This design comes from an exercise in tuning for small area, a short achievable clock period and few clock cycles per item on the open sky130 flow, not from production work.
The RTL was checked by simulation tests, not by an equivalence proof against the original design.

==> v10 <==
==> flow/design.v <==
`default_nettype none
package cvl_pkg;
   localparam int COMMAND_W   = 2;
   localparam int VALUE_W     = 32;
   localparam int STATUS_W    = 2;
   localparam int INDEX_OUT_W = 7;
   localparam int OCC_OUT_W   = 8;
   localparam int GROUP_SIZE  = 16;
   localparam int LOC_W       = $clog2(GROUP_SIZE);
   typedef enum logic [COMMAND_W-1:0] {
      CMD_APPEND = 2'd0,
      CMD_DELETE = 2'd1,
      CMD_SEARCH = 2'd2,
      CMD_MODIFY = 2'd3
   } cvl_cmd_type;
   typedef enum logic [STATUS_W-1:0] {
      ST_OK      = 2'd0,
      ST_FULL    = 2'd1,
      ST_EMPTY   = 2'd2,
      ST_NOMATCH = 2'd3
   } cvl_status_type;
   typedef enum logic [2:0] {
      S_IDLE,
      S_MATCH,
      S_GROUP,
      S_RESOLVE,
      S_COMMIT
   } cvl_state_type;
   typedef struct packed {
      logic load;
      logic match;
      logic group;
      logic resolve;
      logic commit;
   } cvl_ctrl_type;
endpackage
`default_nettype wire
`default_nettype none
`default_nettype wire
`default_nettype none
`default_nettype wire
`default_nettype none
module compacting_value_list
#(
   parameter int DEPTH = 128
) (
   input  logic                      clock,
   input  logic                      reset,
   input  logic                      req_valid,
   output logic                      req_ready,
   input  logic [cvl_pkg::COMMAND_W-1:0]      req_command,
   input  logic signed [cvl_pkg::VALUE_W-1:0] req_value,
   input  logic signed [cvl_pkg::VALUE_W-1:0] req_new_value,
   output logic                      rsp_valid,
   input  logic                      rsp_ready,
   output logic [cvl_pkg::STATUS_W-1:0]       rsp_status,
   output logic [cvl_pkg::INDEX_OUT_W-1:0]    rsp_match_index,
   output logic [cvl_pkg::OCC_OUT_W-1:0]      rsp_occupancy
);
   localparam int W      = cvl_pkg::VALUE_W;
   localparam int IDX_W  = $clog2(DEPTH);
   localparam int CNT_W  = $clog2(DEPTH + 1);
   localparam int LEVELS = $clog2(DEPTH);
   localparam int RES_W  = cvl_pkg::STATUS_W + IDX_W + CNT_W;
   localparam int QD     = 5;
   localparam int QC_W   = 3;
   logic                     c_valid;
   logic [1:0]               c_cmd;
   logic [W-1:0]             c_key;
   logic [W-1:0]             c_new;
   logic                     take;
   assign take = req_valid && req_ready;
   always_ff @(posedge clock) begin
      c_valid <= take && !reset;
      c_cmd   <= req_command;
      c_key   <= req_value;
      c_new   <= req_new_value;
   end
   logic                     p_valid;
   logic [1:0]               p_cmd;
   logic [W-1:0]             p_key;
   logic [W-1:0]             p_wdata;    
   logic [DEPTH-1:0]         p_match;    
   logic                     p_same;     
   logic                     p_eqw;      
   logic                     b_valid;
   logic [1:0]               b_cmd;
   logic [W-1:0]             b_wdata;
   logic [DEPTH-1:0]         b_pre;      
   logic [W-1:0]             entries [DEPTH];
   logic [CNT_W-1:0]         count;
   logic                     is_app, is_del, is_mod;
   logic                     full, empty, app_ok;
   logic [DEPTH-1:0]         first;      
   logic                     hit;
   logic [DEPTH-1:0]         shift;      
   logic [DEPTH-1:0]         write;      
   logic [DEPTH-1:0]         at_count;   
   logic [DEPTH-1:0]         below;      
   assign is_app = b_valid && (b_cmd == cvl_pkg::CMD_APPEND);
   assign is_del = b_valid && (b_cmd == cvl_pkg::CMD_DELETE);
   assign is_mod = b_valid && (b_cmd == cvl_pkg::CMD_MODIFY);
   assign full   = count[CNT_W-1];
   assign empty  = (count == '0);
   assign app_ok = is_app && !full;
   always_comb begin
      for (int j = 0; j < DEPTH; j++) begin
         at_count[j] = (count[IDX_W-1:0] == IDX_W'(j)) && !full;
         below[j]    = (CNT_W'(j) < count);
      end
   end
   assign hit   = b_pre[DEPTH-1];
   assign first = b_pre & ~{b_pre[DEPTH-2:0], 1'b0};
   assign shift = {DEPTH{is_del}} & b_pre;
   assign write = ({DEPTH{app_ok}} & at_count) | ({DEPTH{is_mod}} & first);
   logic [DEPTH:0]           raw;
   logic                     c_eq_b;     
   logic [DEPTH-1:0]         match_next;
   always_comb begin
      for (int j = 0; j < DEPTH; j++) begin
         raw[j] = (entries[j] == c_key) && below[j];
      end
      raw[DEPTH] = 1'b0;
   end
   assign c_eq_b = (c_key == b_wdata);
   always_comb begin
      for (int j = 0; j < DEPTH; j++) begin
         match_next[j] = (shift[j] & raw[j+1]) | (write[j] & c_eq_b)
                       | (~(shift[j] | write[j]) & raw[j]);
      end
   end
   always_ff @(posedge clock) begin
      p_valid <= c_valid && !reset;
      p_cmd   <= c_cmd;
      p_key   <= c_key;
      p_wdata <= (c_cmd == cvl_pkg::CMD_MODIFY) ? c_new : c_key;
      p_match <= match_next;
      p_same  <= (c_key == p_key);
      p_eqw   <= (c_key == p_wdata);
   end
   logic                     kill;
   logic [DEPTH-1:0]         masked;
   assign kill   = p_same && (is_del || is_mod);
   assign masked = p_match & ~({DEPTH{kill}} & first);
   logic [DEPTH-1:0] sk [LEVELS+1];
   assign sk[0] = masked;
   for (genvar l = 0; l < LEVELS; l++) begin : g_sk
      for (genvar j = 0; j < DEPTH; j++) begin : g_bit
         if (((j >> l) & 1) == 1) begin : g_op
            assign sk[l+1][j] = sk[l][j] | sk[l][((j >> l) << l) - 1];
         end else begin : g_pass
            assign sk[l+1][j] = sk[l][j];
         end
      end
   end
   logic [DEPTH:0]           pm;
   logic [DEPTH-1:0]         at_or_above_count;
   logic [DEPTH-1:0]         pre_next;
   assign pm = {sk[LEVELS][DEPTH-1], sk[LEVELS]};
   always_comb begin
      for (int j = 0; j < DEPTH; j++) begin
         at_or_above_count[j] = !below[j];
      end
   end
   always_comb begin
      for (int j = 0; j < DEPTH; j++) begin
         if (app_ok) begin
            pre_next[j] = pm[j] | (p_eqw & at_or_above_count[j]);
         end else if (is_del && b_pre[j]) begin
            pre_next[j] = pm[j+1];
         end else if (is_mod && b_pre[j]) begin
            pre_next[j] = pm[j] | p_eqw;
         end else begin
            pre_next[j] = pm[j];
         end
      end
   end
   always_ff @(posedge clock) begin
      b_valid <= p_valid && !reset;
      b_cmd   <= p_cmd;
      b_wdata <= p_wdata;
      b_pre   <= pre_next;
   end
   for (genvar j = 0; j < DEPTH; j++) begin : g_cell
      logic [W-1:0] upper;
      if (j < DEPTH - 1) begin : g_upper
         assign upper = entries[j+1];
      end else begin : g_top
         assign upper = entries[j];
      end
      always_ff @(posedge clock) begin
         entries[j] <= ({W{shift[j]}} & upper) | ({W{write[j]}} & b_wdata)
                     | ({W{~(shift[j] | write[j])}} & entries[j]);
      end
   end
   always_ff @(posedge clock) begin
      if (reset) begin
         count <= '0;
      end else if (app_ok) begin
         count <= count + 1'b1;
      end else if (is_del && hit) begin
         count <= count - 1'b1;
      end
   end
   logic [1:0]               res_status;
   logic [IDX_W-1:0]         res_index;
   logic [IDX_W-1:0]         first_index;
   logic [CNT_W-1:0]         res_occ;
   always_comb begin
      first_index = '0;
      for (int j = 0; j < DEPTH; j++) begin
         if (first[j]) first_index = first_index | IDX_W'(j);
      end
   end
   always_comb begin
      res_status = cvl_pkg::ST_OK;
      res_index  = '0;
      res_occ    = count;
      if (b_cmd == cvl_pkg::CMD_APPEND) begin
         if (full) begin
            res_status = cvl_pkg::ST_FULL;
         end else begin
            res_index = count[IDX_W-1:0];
            res_occ   = count + 1'b1;
         end
      end else if (empty) begin
         res_status = cvl_pkg::ST_EMPTY;
      end else if (!hit) begin
         res_status = cvl_pkg::ST_NOMATCH;
      end else begin
         res_index = first_index;
         if (b_cmd == cvl_pkg::CMD_DELETE) res_occ = count - 1'b1;
      end
   end
   logic [RES_W-1:0]         q [QD];
   logic [QC_W-1:0]          q_count;
   logic                     pop, push;
   logic [QC_W-1:0]          wr_pos;
   logic [RES_W-1:0]         res;
   assign res    = {res_status, res_index, res_occ};
   assign pop    = (q_count != '0) && rsp_ready;
   assign push   = b_valid;
   assign wr_pos = q_count - QC_W'(pop);
   for (genvar i = 0; i < QD; i++) begin : g_q
      logic [RES_W-1:0] above;
      if (i < QD - 1) begin : g_above
         assign above = q[i+1];
      end else begin : g_last
         assign above = q[i];
      end
      always_ff @(posedge clock) begin
         if (push && (wr_pos == QC_W'(i))) begin
            q[i] <= res;
         end else if (pop) begin
            q[i] <= above;
         end
      end
   end
   always_ff @(posedge clock) begin
      if (reset) begin
         q_count <= '0;
      end else begin
         q_count <= q_count + QC_W'(push) - QC_W'(pop);
      end
   end
   assign req_ready = (QC_W'(c_valid) + QC_W'(p_valid) + QC_W'(b_valid) + q_count)
                      < QC_W'(QD);
   assign rsp_valid       = (q_count != '0);
   assign rsp_status      = q[0][RES_W-1 -: 2];
   assign rsp_match_index = q[0][CNT_W +: IDX_W];
   assign rsp_occupancy   = q[0][CNT_W-1:0];
endmodule
`default_nettype wire
==> flow/run.sh <==
#!/bin/bash
# synth_recipe.tcl (not shown) runs the flow's synth.tcl, then flattens the netlist and writes it again
# the make line also repeats each setting of config.mk as NAME=value (left out here)
make -C /OpenROAD-flow-scripts/flow DESIGN_CONFIG=/design/flow/config.mk WORK_HOME=/design/flow/orfs CLKGATE_MAP_FILE= SYNTH_SCRIPT=/design/flow/synth_recipe.tcl finish
==> flow/config.mk <==
export PLATFORM = sky130hd
export DESIGN_NAME = compacting_value_list
export DESIGN_NICKNAME = compacting_value_list
export VERILOG_FILES = /design/flow/design.v
export SDC_FILE = /design/flow/constraint.sdc
export NUM_CORES = 4
export LEC_CHECK = 0
export CAP_MARGIN = 20
export CORE_MARGIN = 2
export CORE_UTILIZATION = 25
export PLACE_DENSITY = 0.3
export SLEW_MARGIN = 20
==> flow/constraint.sdc <==
create_clock -name core_clock -period 6.0 [get_ports {clock}]
set_input_delay 1.2000 -clock core_clock [delete_from_list [all_inputs] [get_ports {clock}]]
set_output_delay 1.2000 -clock core_clock [all_outputs]
set_load 0.01 [all_outputs]
==> inputs of v17, as changes to v10 <==
==> flow/design.v, changed modules only <==
module compacting_value_list
#(
   parameter int DEPTH = 128
) (
   input  logic                      clock,
   input  logic                      reset,
   input  logic                      req_valid,
   output logic                      req_ready,
   input  logic [cvl_pkg::COMMAND_W-1:0]      req_command,
   input  logic signed [cvl_pkg::VALUE_W-1:0] req_value,
   input  logic signed [cvl_pkg::VALUE_W-1:0] req_new_value,
   output logic                      rsp_valid,
   input  logic                      rsp_ready,
   output logic [cvl_pkg::STATUS_W-1:0]       rsp_status,
   output logic [cvl_pkg::INDEX_OUT_W-1:0]    rsp_match_index,
   output logic [cvl_pkg::OCC_OUT_W-1:0]      rsp_occupancy
);
   localparam int W      = cvl_pkg::VALUE_W;
   localparam int IDX_W  = $clog2(DEPTH);
   localparam int CNT_W  = $clog2(DEPTH + 1);
   localparam int LEVELS = $clog2(DEPTH);
   localparam int RES_W  = cvl_pkg::STATUS_W + IDX_W + CNT_W;
   localparam int QD     = 5;
   localparam int QC_W   = 3;
   logic                     c_valid;
   logic [1:0]               c_cmd;
   logic [W-1:0]             c_key;
   logic [W-1:0]             c_new;
   logic                     take;
   assign take = req_valid && req_ready;
   always_ff @(posedge clock) begin
      c_valid <= take && !reset;
      c_cmd   <= req_command;
      c_key   <= req_value;
      c_new   <= req_new_value;
   end
   logic                     p_valid;
   logic [1:0]               p_cmd;
   logic [W-1:0]             p_key;
   logic [W-1:0]             p_wdata;    
   logic [DEPTH-1:0]         p_match;    
   logic                     p_eqw;      
   logic                     p_kill;     
   logic                     b_valid;
   logic [1:0]               b_cmd;
   logic                     b_app, b_del, b_mod;    
   logic [W-1:0]             b_wdata;
   logic [DEPTH-1:0]         b_pre;      
   logic [W-1:0]             entries [DEPTH];
   logic [CNT_W-1:0]         count;
   logic [DEPTH-1:0]         held;       
   logic                     is_app, is_del, is_mod;
   logic                     full, empty, app_ok;
   logic [DEPTH-1:0]         first;      
   logic                     hit;
   logic [DEPTH-1:0]         shift;      
   logic [DEPTH-1:0]         write;      
   logic [DEPTH-1:0]         at_count;   
   logic [DEPTH-1:0]         below;      
   assign is_app = b_app;
   assign is_del = b_del;
   assign is_mod = b_mod;
   assign full   = held[DEPTH-1];
   assign empty  = !held[0];
   assign app_ok = is_app && !full;
   assign below    = held;
   assign at_count = held ^ {held[DEPTH-2:0], 1'b1};
   assign hit   = b_pre[DEPTH-1];
   assign first = b_pre & ~{b_pre[DEPTH-2:0], 1'b0};
   assign shift = {DEPTH{is_del}} & b_pre;
   assign write = ({DEPTH{app_ok}} & at_count) | ({DEPTH{is_mod}} & first);
   logic [DEPTH:0]           raw;
   logic                     c_eq_b;     
   logic [DEPTH-1:0]         match_next;
   always_comb begin
      for (int j = 0; j < DEPTH; j++) begin
         raw[j] = (entries[j] == c_key) && below[j];
      end
      raw[DEPTH] = 1'b0;
   end
   assign c_eq_b = (c_key == b_wdata);
   always_comb begin
      for (int j = 0; j < DEPTH; j++) begin
         match_next[j] = (shift[j] & raw[j+1]) | (write[j] & c_eq_b)
                       | (~(shift[j] | write[j]) & raw[j]);
      end
   end
   always_ff @(posedge clock) begin
      p_valid <= c_valid && !reset;
      p_cmd   <= c_cmd;
      p_key   <= c_key;
      p_wdata <= (c_cmd == cvl_pkg::CMD_MODIFY) ? c_new : c_key;
      p_match <= match_next;
      p_eqw   <= (c_key == p_wdata);
      p_kill  <= (c_key == p_key) && p_valid
                 && ((p_cmd == cvl_pkg::CMD_DELETE) || (p_cmd == cvl_pkg::CMD_MODIFY));
   end
   logic                     kill;
   logic [DEPTH-1:0]         masked;
   assign kill   = p_kill;
   assign masked = p_match & ~({DEPTH{kill}} & first);
   logic [DEPTH-1:0] sk [LEVELS+1];
   assign sk[0] = masked;
   for (genvar l = 0; l < LEVELS; l++) begin : g_sk
      for (genvar j = 0; j < DEPTH; j++) begin : g_bit
         if (((j >> l) & 1) == 1) begin : g_op
            assign sk[l+1][j] = sk[l][j] | sk[l][((j >> l) << l) - 1];
         end else begin : g_pass
            assign sk[l+1][j] = sk[l][j];
         end
      end
   end
   logic [DEPTH:0]           pm;
   logic [DEPTH-1:0]         at_or_above_count;
   logic [DEPTH-1:0]         pre_next;
   assign pm = {sk[LEVELS][DEPTH-1], sk[LEVELS]};
   always_comb begin
      for (int j = 0; j < DEPTH; j++) begin
         at_or_above_count[j] = !below[j];
      end
   end
   always_comb begin
      for (int j = 0; j < DEPTH; j++) begin
         if (app_ok) begin
            pre_next[j] = pm[j] | (p_eqw & at_or_above_count[j]);
         end else if (is_del && b_pre[j]) begin
            pre_next[j] = pm[j+1];
         end else if (is_mod && b_pre[j]) begin
            pre_next[j] = pm[j] | p_eqw;
         end else begin
            pre_next[j] = pm[j];
         end
      end
   end
   always_ff @(posedge clock) begin
      b_valid <= p_valid && !reset;
      b_cmd   <= p_cmd;
      b_app   <= p_valid && !reset && (p_cmd == cvl_pkg::CMD_APPEND);
      b_del   <= p_valid && !reset && (p_cmd == cvl_pkg::CMD_DELETE);
      b_mod   <= p_valid && !reset && (p_cmd == cvl_pkg::CMD_MODIFY);
      b_wdata <= p_wdata;
      b_pre   <= pre_next;
   end
   for (genvar j = 0; j < DEPTH; j++) begin : g_cell
      logic [W-1:0] upper;
      if (j < DEPTH - 1) begin : g_upper
         assign upper = entries[j+1];
      end else begin : g_top
         assign upper = entries[j];
      end
      always_ff @(posedge clock) begin
         entries[j] <= ({W{shift[j]}} & upper) | ({W{write[j]}} & b_wdata)
                     | ({W{~(shift[j] | write[j])}} & entries[j]);
      end
   end
   always_ff @(posedge clock) begin
      if (reset) begin
         held <= '0;
      end else begin
         held <= (shift & {1'b0, held[DEPTH-1:1]}) | (~shift & (held | write));
      end
   end
   always_ff @(posedge clock) begin
      if (reset) begin
         count <= '0;
      end else if (app_ok) begin
         count <= count + 1'b1;
      end else if (is_del && hit) begin
         count <= count - 1'b1;
      end
   end
   logic [1:0]               res_status;
   logic [IDX_W-1:0]         res_index;
   logic [IDX_W-1:0]         first_index;
   logic [CNT_W-1:0]         res_occ;
   always_comb begin
      for (int k = 0; k < IDX_W; k++) begin
         first_index[k] = 1'b0;
         for (int m = 0; m < (DEPTH >> (k + 1)); m++) begin
            first_index[k] = first_index[k]
               | (!b_pre[(m << (k + 1)) + (1 << k) - 1]
                  && b_pre[((m + 1) << (k + 1)) - 1]);
         end
      end
   end
   always_comb begin
      res_status = cvl_pkg::ST_OK;
      res_index  = '0;
      res_occ    = count;
      if (b_cmd == cvl_pkg::CMD_APPEND) begin
         if (full) begin
            res_status = cvl_pkg::ST_FULL;
         end else begin
            res_index = count[IDX_W-1:0];
            res_occ   = count + 1'b1;
         end
      end else if (empty) begin
         res_status = cvl_pkg::ST_EMPTY;
      end else if (!hit) begin
         res_status = cvl_pkg::ST_NOMATCH;
      end else begin
         res_index = first_index;
         if (b_cmd == cvl_pkg::CMD_DELETE) res_occ = count - 1'b1;
      end
   end
   logic [RES_W-1:0]         q [QD];
   logic [QC_W-1:0]          q_count;
   logic                     pop, push;
   logic [QC_W-1:0]          wr_pos;
   logic [RES_W-1:0]         res;
   assign res    = {res_status, res_index, res_occ};
   assign pop    = (q_count != '0) && rsp_ready;
   assign push   = b_valid;
   assign wr_pos = q_count - QC_W'(pop);
   for (genvar i = 0; i < QD; i++) begin : g_q
      logic [RES_W-1:0] above;
      if (i < QD - 1) begin : g_above
         assign above = q[i+1];
      end else begin : g_last
         assign above = q[i];
      end
      always_ff @(posedge clock) begin
         if (push && (wr_pos == QC_W'(i))) begin
            q[i] <= res;
         end else if (pop) begin
            q[i] <= above;
         end
      end
   end
   always_ff @(posedge clock) begin
      if (reset) begin
         q_count <= '0;
      end else begin
         q_count <= q_count + QC_W'(push) - QC_W'(pop);
      end
   end
   logic [QC_W-1:0]          in_flight, in_flight_next;
   logic                     ready_ff;
   assign in_flight_next = in_flight + QC_W'(take) - QC_W'(pop);
   always_ff @(posedge clock) begin
      if (reset) begin
         in_flight <= '0;
         ready_ff  <= 1'b1;
      end else begin
         in_flight <= in_flight_next;
         ready_ff  <= (in_flight_next < QC_W'(QD));
      end
   end
   assign req_ready = ready_ff;
   assign rsp_valid       = (q_count != '0);
   assign rsp_status      = q[0][RES_W-1 -: 2];
   assign rsp_match_index = q[0][CNT_W +: IDX_W];
   assign rsp_occupancy   = q[0][CNT_W-1:0];
endmodule
Settings changed: ABC_CLOCK_PERIOD_IN_PS set to 2500, CORE_UTILIZATION 25 to 35, PLACE_DENSITY 0.3 to 0.45, SETUP_SLACK_MARGIN set to 3.5.
==> inputs of v4, as changes to v10 <==
==> flow/design.v, changed modules only <==
module compacting_value_list
#(
   parameter int DEPTH = 128
) (
   input  logic                      clock,
   input  logic                      reset,
   input  logic                      req_valid,
   output logic                      req_ready,
   input  logic [cvl_pkg::COMMAND_W-1:0]      req_command,
   input  logic signed [cvl_pkg::VALUE_W-1:0] req_value,
   input  logic signed [cvl_pkg::VALUE_W-1:0] req_new_value,
   output logic                      rsp_valid,
   input  logic                      rsp_ready,
   output logic [cvl_pkg::STATUS_W-1:0]       rsp_status,
   output logic [cvl_pkg::INDEX_OUT_W-1:0]    rsp_match_index,
   output logic [cvl_pkg::OCC_OUT_W-1:0]      rsp_occupancy
);
   localparam int W      = cvl_pkg::VALUE_W;
   localparam int IDX_W  = $clog2(DEPTH);
   localparam int CNT_W  = $clog2(DEPTH + 1);
   localparam int LEVELS = $clog2(DEPTH);
   localparam int RES_W  = cvl_pkg::STATUS_W + IDX_W + CNT_W;
   localparam int QD     = 6;
   localparam int QC_W   = 3;
   logic                     c_valid;
   logic [1:0]               c_cmd;
   logic [W-1:0]             c_key;
   logic [W-1:0]             c_new;
   logic                     take;
   assign take = req_valid && req_ready;
   always_ff @(posedge clock) begin
      c_valid <= take && !reset;
      c_cmd   <= req_command;
      c_key   <= req_value;
      c_new   <= req_new_value;
   end
   logic                     p_valid;
   logic [1:0]               p_cmd;
   logic [W-1:0]             p_key;
   logic [W-1:0]             p_wdata;    
   logic [DEPTH-1:0]         p_match;    
   logic                     p_eqw;      
   logic                     p_kill;     
   logic                     b_valid;
   logic [1:0]               b_cmd;
   logic                     b_app, b_del, b_mod;    
   logic [W-1:0]             b_wdata;
   logic [DEPTH-1:0]         b_pre;      
   logic [W-1:0]             entries [DEPTH];
   logic [CNT_W-1:0]         count;
   logic [DEPTH-1:0]         held;       
   logic                     is_app, is_del, is_mod;
   logic                     full, empty, app_ok;
   logic [DEPTH-1:0]         first;      
   logic                     hit;
   logic [DEPTH-1:0]         shift;      
   logic [DEPTH-1:0]         write;      
   logic [DEPTH-1:0]         at_count;   
   logic [DEPTH-1:0]         below;      
   assign is_app = b_app;
   assign is_del = b_del;
   assign is_mod = b_mod;
   assign full   = held[DEPTH-1];
   assign empty  = !held[0];
   assign app_ok = is_app && !full;
   assign below    = held;
   assign at_count = held ^ {held[DEPTH-2:0], 1'b1};
   assign hit   = b_pre[DEPTH-1];
   assign first = b_pre & ~{b_pre[DEPTH-2:0], 1'b0};
   assign shift = {DEPTH{is_del}} & b_pre;
   assign write = ({DEPTH{app_ok}} & at_count) | ({DEPTH{is_mod}} & first);
   logic [DEPTH:0]           raw;
   logic                     c_eq_b;     
   logic [DEPTH-1:0]         match_next;
   always_comb begin
      for (int j = 0; j < DEPTH; j++) begin
         raw[j] = (entries[j] == c_key) && below[j];
      end
      raw[DEPTH] = 1'b0;
   end
   assign c_eq_b = (c_key == b_wdata);
   always_comb begin
      for (int j = 0; j < DEPTH; j++) begin
         match_next[j] = (shift[j] & raw[j+1]) | (write[j] & c_eq_b)
                       | (~(shift[j] | write[j]) & raw[j]);
      end
   end
   always_ff @(posedge clock) begin
      p_valid <= c_valid && !reset;
      p_cmd   <= c_cmd;
      p_key   <= c_key;
      p_wdata <= (c_cmd == cvl_pkg::CMD_MODIFY) ? c_new : c_key;
      p_match <= match_next;
      p_eqw   <= (c_key == p_wdata);
      p_kill  <= (c_key == p_key) && p_valid
                 && ((p_cmd == cvl_pkg::CMD_DELETE) || (p_cmd == cvl_pkg::CMD_MODIFY));
   end
   logic                     kill;
   logic [DEPTH-1:0]         masked;
   assign kill   = p_kill;
   assign masked = p_match & ~({DEPTH{kill}} & first);
   logic [DEPTH-1:0] sk [LEVELS+1];
   assign sk[0] = masked;
   for (genvar l = 0; l < LEVELS; l++) begin : g_sk
      for (genvar j = 0; j < DEPTH; j++) begin : g_bit
         if (((j >> l) & 1) == 1) begin : g_op
            assign sk[l+1][j] = sk[l][j] | sk[l][((j >> l) << l) - 1];
         end else begin : g_pass
            assign sk[l+1][j] = sk[l][j];
         end
      end
   end
   logic [DEPTH:0]           pm;
   logic [DEPTH-1:0]         at_or_above_count;
   logic [DEPTH-1:0]         pre_next;
   assign pm = {sk[LEVELS][DEPTH-1], sk[LEVELS]};
   always_comb begin
      for (int j = 0; j < DEPTH; j++) begin
         at_or_above_count[j] = !below[j];
      end
   end
   always_comb begin
      for (int j = 0; j < DEPTH; j++) begin
         if (app_ok) begin
            pre_next[j] = pm[j] | (p_eqw & at_or_above_count[j]);
         end else if (is_del && b_pre[j]) begin
            pre_next[j] = pm[j+1];
         end else if (is_mod && b_pre[j]) begin
            pre_next[j] = pm[j] | p_eqw;
         end else begin
            pre_next[j] = pm[j];
         end
      end
   end
   always_ff @(posedge clock) begin
      b_valid <= p_valid && !reset;
      b_cmd   <= p_cmd;
      b_app   <= p_valid && !reset && (p_cmd == cvl_pkg::CMD_APPEND);
      b_del   <= p_valid && !reset && (p_cmd == cvl_pkg::CMD_DELETE);
      b_mod   <= p_valid && !reset && (p_cmd == cvl_pkg::CMD_MODIFY);
      b_wdata <= p_wdata;
      b_pre   <= pre_next;
   end
   for (genvar j = 0; j < DEPTH; j++) begin : g_cell
      logic [W-1:0] upper;
      if (j < DEPTH - 1) begin : g_upper
         assign upper = entries[j+1];
      end else begin : g_top
         assign upper = entries[j];
      end
      always_ff @(posedge clock) begin
         entries[j] <= ({W{shift[j]}} & upper) | ({W{write[j]}} & b_wdata)
                     | ({W{~(shift[j] | write[j])}} & entries[j]);
      end
   end
   always_ff @(posedge clock) begin
      if (reset) begin
         held <= '0;
      end else begin
         held <= (shift & {1'b0, held[DEPTH-1:1]}) | (~shift & (held | write));
      end
   end
   always_ff @(posedge clock) begin
      if (reset) begin
         count <= '0;
      end else if (app_ok) begin
         count <= count + 1'b1;
      end else if (is_del && hit) begin
         count <= count - 1'b1;
      end
   end
   logic [1:0]               res_status;
   logic [IDX_W-1:0]         res_index;
   logic [IDX_W-1:0]         first_index;
   logic [CNT_W-1:0]         res_occ;
   always_comb begin
      for (int k = 0; k < IDX_W; k++) begin
         first_index[k] = 1'b0;
         for (int m = 0; m < (DEPTH >> (k + 1)); m++) begin
            first_index[k] = first_index[k]
               | (!b_pre[(m << (k + 1)) + (1 << k) - 1]
                  && b_pre[((m + 1) << (k + 1)) - 1]);
         end
      end
   end
   always_comb begin
      res_status = cvl_pkg::ST_OK;
      res_index  = '0;
      res_occ    = count;
      if (b_cmd == cvl_pkg::CMD_APPEND) begin
         if (full) begin
            res_status = cvl_pkg::ST_FULL;
         end else begin
            res_index = count[IDX_W-1:0];
            res_occ   = count + 1'b1;
         end
      end else if (empty) begin
         res_status = cvl_pkg::ST_EMPTY;
      end else if (!hit) begin
         res_status = cvl_pkg::ST_NOMATCH;
      end else begin
         res_index = first_index;
         if (b_cmd == cvl_pkg::CMD_DELETE) res_occ = count - 1'b1;
      end
   end
   logic [RES_W-1:0]         q [QD];
   logic [QC_W-1:0]          q_count;
   logic                     pop, push;
   logic [QC_W-1:0]          wr_pos;
   logic [RES_W-1:0]         res;
   logic                     r_valid;
   logic [RES_W-1:0]         r_res;
   logic                     q_nonempty;
   always_ff @(posedge clock) begin
      r_valid <= b_valid && !reset;
      r_res   <= {res_status, res_index, res_occ};
   end
   assign res    = r_res;
   assign pop    = q_nonempty && rsp_ready;
   assign push   = r_valid;
   assign wr_pos = q_count - QC_W'(pop);
   for (genvar i = 0; i < QD; i++) begin : g_q
      logic [RES_W-1:0] above;
      if (i < QD - 1) begin : g_above
         assign above = q[i+1];
      end else begin : g_last
         assign above = q[i];
      end
      always_ff @(posedge clock) begin
         if (push && (wr_pos == QC_W'(i))) begin
            q[i] <= res;
         end else if (pop) begin
            q[i] <= above;
         end
      end
   end
   logic [QC_W-1:0]          q_count_next;
   assign q_count_next = q_count + QC_W'(push) - QC_W'(pop);
   always_ff @(posedge clock) begin
      if (reset) begin
         q_count    <= '0;
         q_nonempty <= 1'b0;
      end else begin
         q_count    <= q_count_next;
         q_nonempty <= (q_count_next != '0);
      end
   end
   logic [QC_W-1:0]          in_flight, in_flight_next;
   logic                     ready_ff;
   assign in_flight_next = in_flight + QC_W'(take) - QC_W'(pop);
   always_ff @(posedge clock) begin
      if (reset) begin
         in_flight <= '0;
         ready_ff  <= 1'b1;
      end else begin
         in_flight <= in_flight_next;
         ready_ff  <= (in_flight_next < QC_W'(QD));
      end
   end
   assign req_ready = ready_ff;
   assign rsp_valid       = q_nonempty;
   assign rsp_status      = q[0][RES_W-1 -: 2];
   assign rsp_match_index = q[0][CNT_W +: IDX_W];
   assign rsp_occupancy   = q[0][CNT_W-1:0];
endmodule
Settings changed: ABC_CLOCK_PERIOD_IN_PS set to 2500, CORE_UTILIZATION 25 to 45, CTS_CLUSTER_DIAMETER set to 80, CTS_CLUSTER_SIZE set to 20, PLACE_DENSITY 0.3 to 0.55, SETUP_SLACK_MARGIN set to 3.5.
==> impl_metrics.env <==
export IMPL_outcome="complete, no violations"
export IMPL_p_leak_nw=108.4
export IMPL_start_util_pct=25.07
export IMPL_worst_pin_slew_ns=1.319
export IMPL_dp_cells=37500
export IMPL_pg_comb_mw=5.91
export IMPL_synth_fp_nets=27060
export IMPL_arrival_ns=6.72
export IMPL_antenna_found_initial=107
The numbers above come from v10.

==> impl_metrics.env <==
export IMPL_outcome="complete, no violations"
export IMPL_antenna_found_initial=78
export IMPL_synth_fp_nets=27910
export IMPL_p_leak_nw=119.0
export IMPL_worst_pin_slew_ns=1.360
export IMPL_critical_path_max_stage_delay_ns=0.61
export IMPL_arrival_ns=4.09
export IMPL_pg_comb_mw=7.33
export IMPL_buffers=1583
export IMPL_dp_cells=32970
The numbers above come from v4.

==> impl_metrics.env <==
export IMPL_outcome="complete, no violations"
export IMPL_pg_comb_mw=8.16
export IMPL_dp_cells=34800
export IMPL_p_leak_nw=129.2
export IMPL_port_buffers=88
export IMPL_worst_pin_slew_ns=1.435
export IMPL_flops_and_latches=4754
export IMPL_synth_fp_nets=27890
The numbers above come from v17.

Testbench counts of v10, summed over its fixed seeds: cycles 4,832, items 4,800.
Testbench counts of v17, summed over its fixed seeds: cycles 4,832, items 4,800.
Testbench counts of v4, summed over its fixed seeds: cycles 4,840, items 4,800.

## separate check: timing with driven ports
In the flow no input, the clock included, has a driving cell. The finished layouts below were timed again as built, in two steps.
Step 1 assumes that a clkbuf_16 drives the clock port and a buf_2 every other input.
Step 2, shift: input delay + t, output delay - t, t = (earliest + latest rising clock arrival at the registers) / 2. This alone moves slack from input paths to output paths.
Slacks: ideal ports / drivers / drivers and shift; pairs: ideal ports / drivers.
run	t (ns)	slack for setup (ns)	hold WS [ns]	pins driven straight from the clock port
v10	1.272	0.257 / 0.257 / 0.257	0.347 / 0.347 / 0.347	1
v17	1.292	2.708 / 2.646 / 2.291	0.351 / 0.315 / 0.351	1
v4	1.153	2.835 / 2.835 / 2.738	0.345 / 0.345 / 0.345	1
After both steps setup and hold are still met in every run listed. For v17, which loses most, drivers alone change the setup slack by -0.062 ns; drivers and shift together by -0.417 ns.
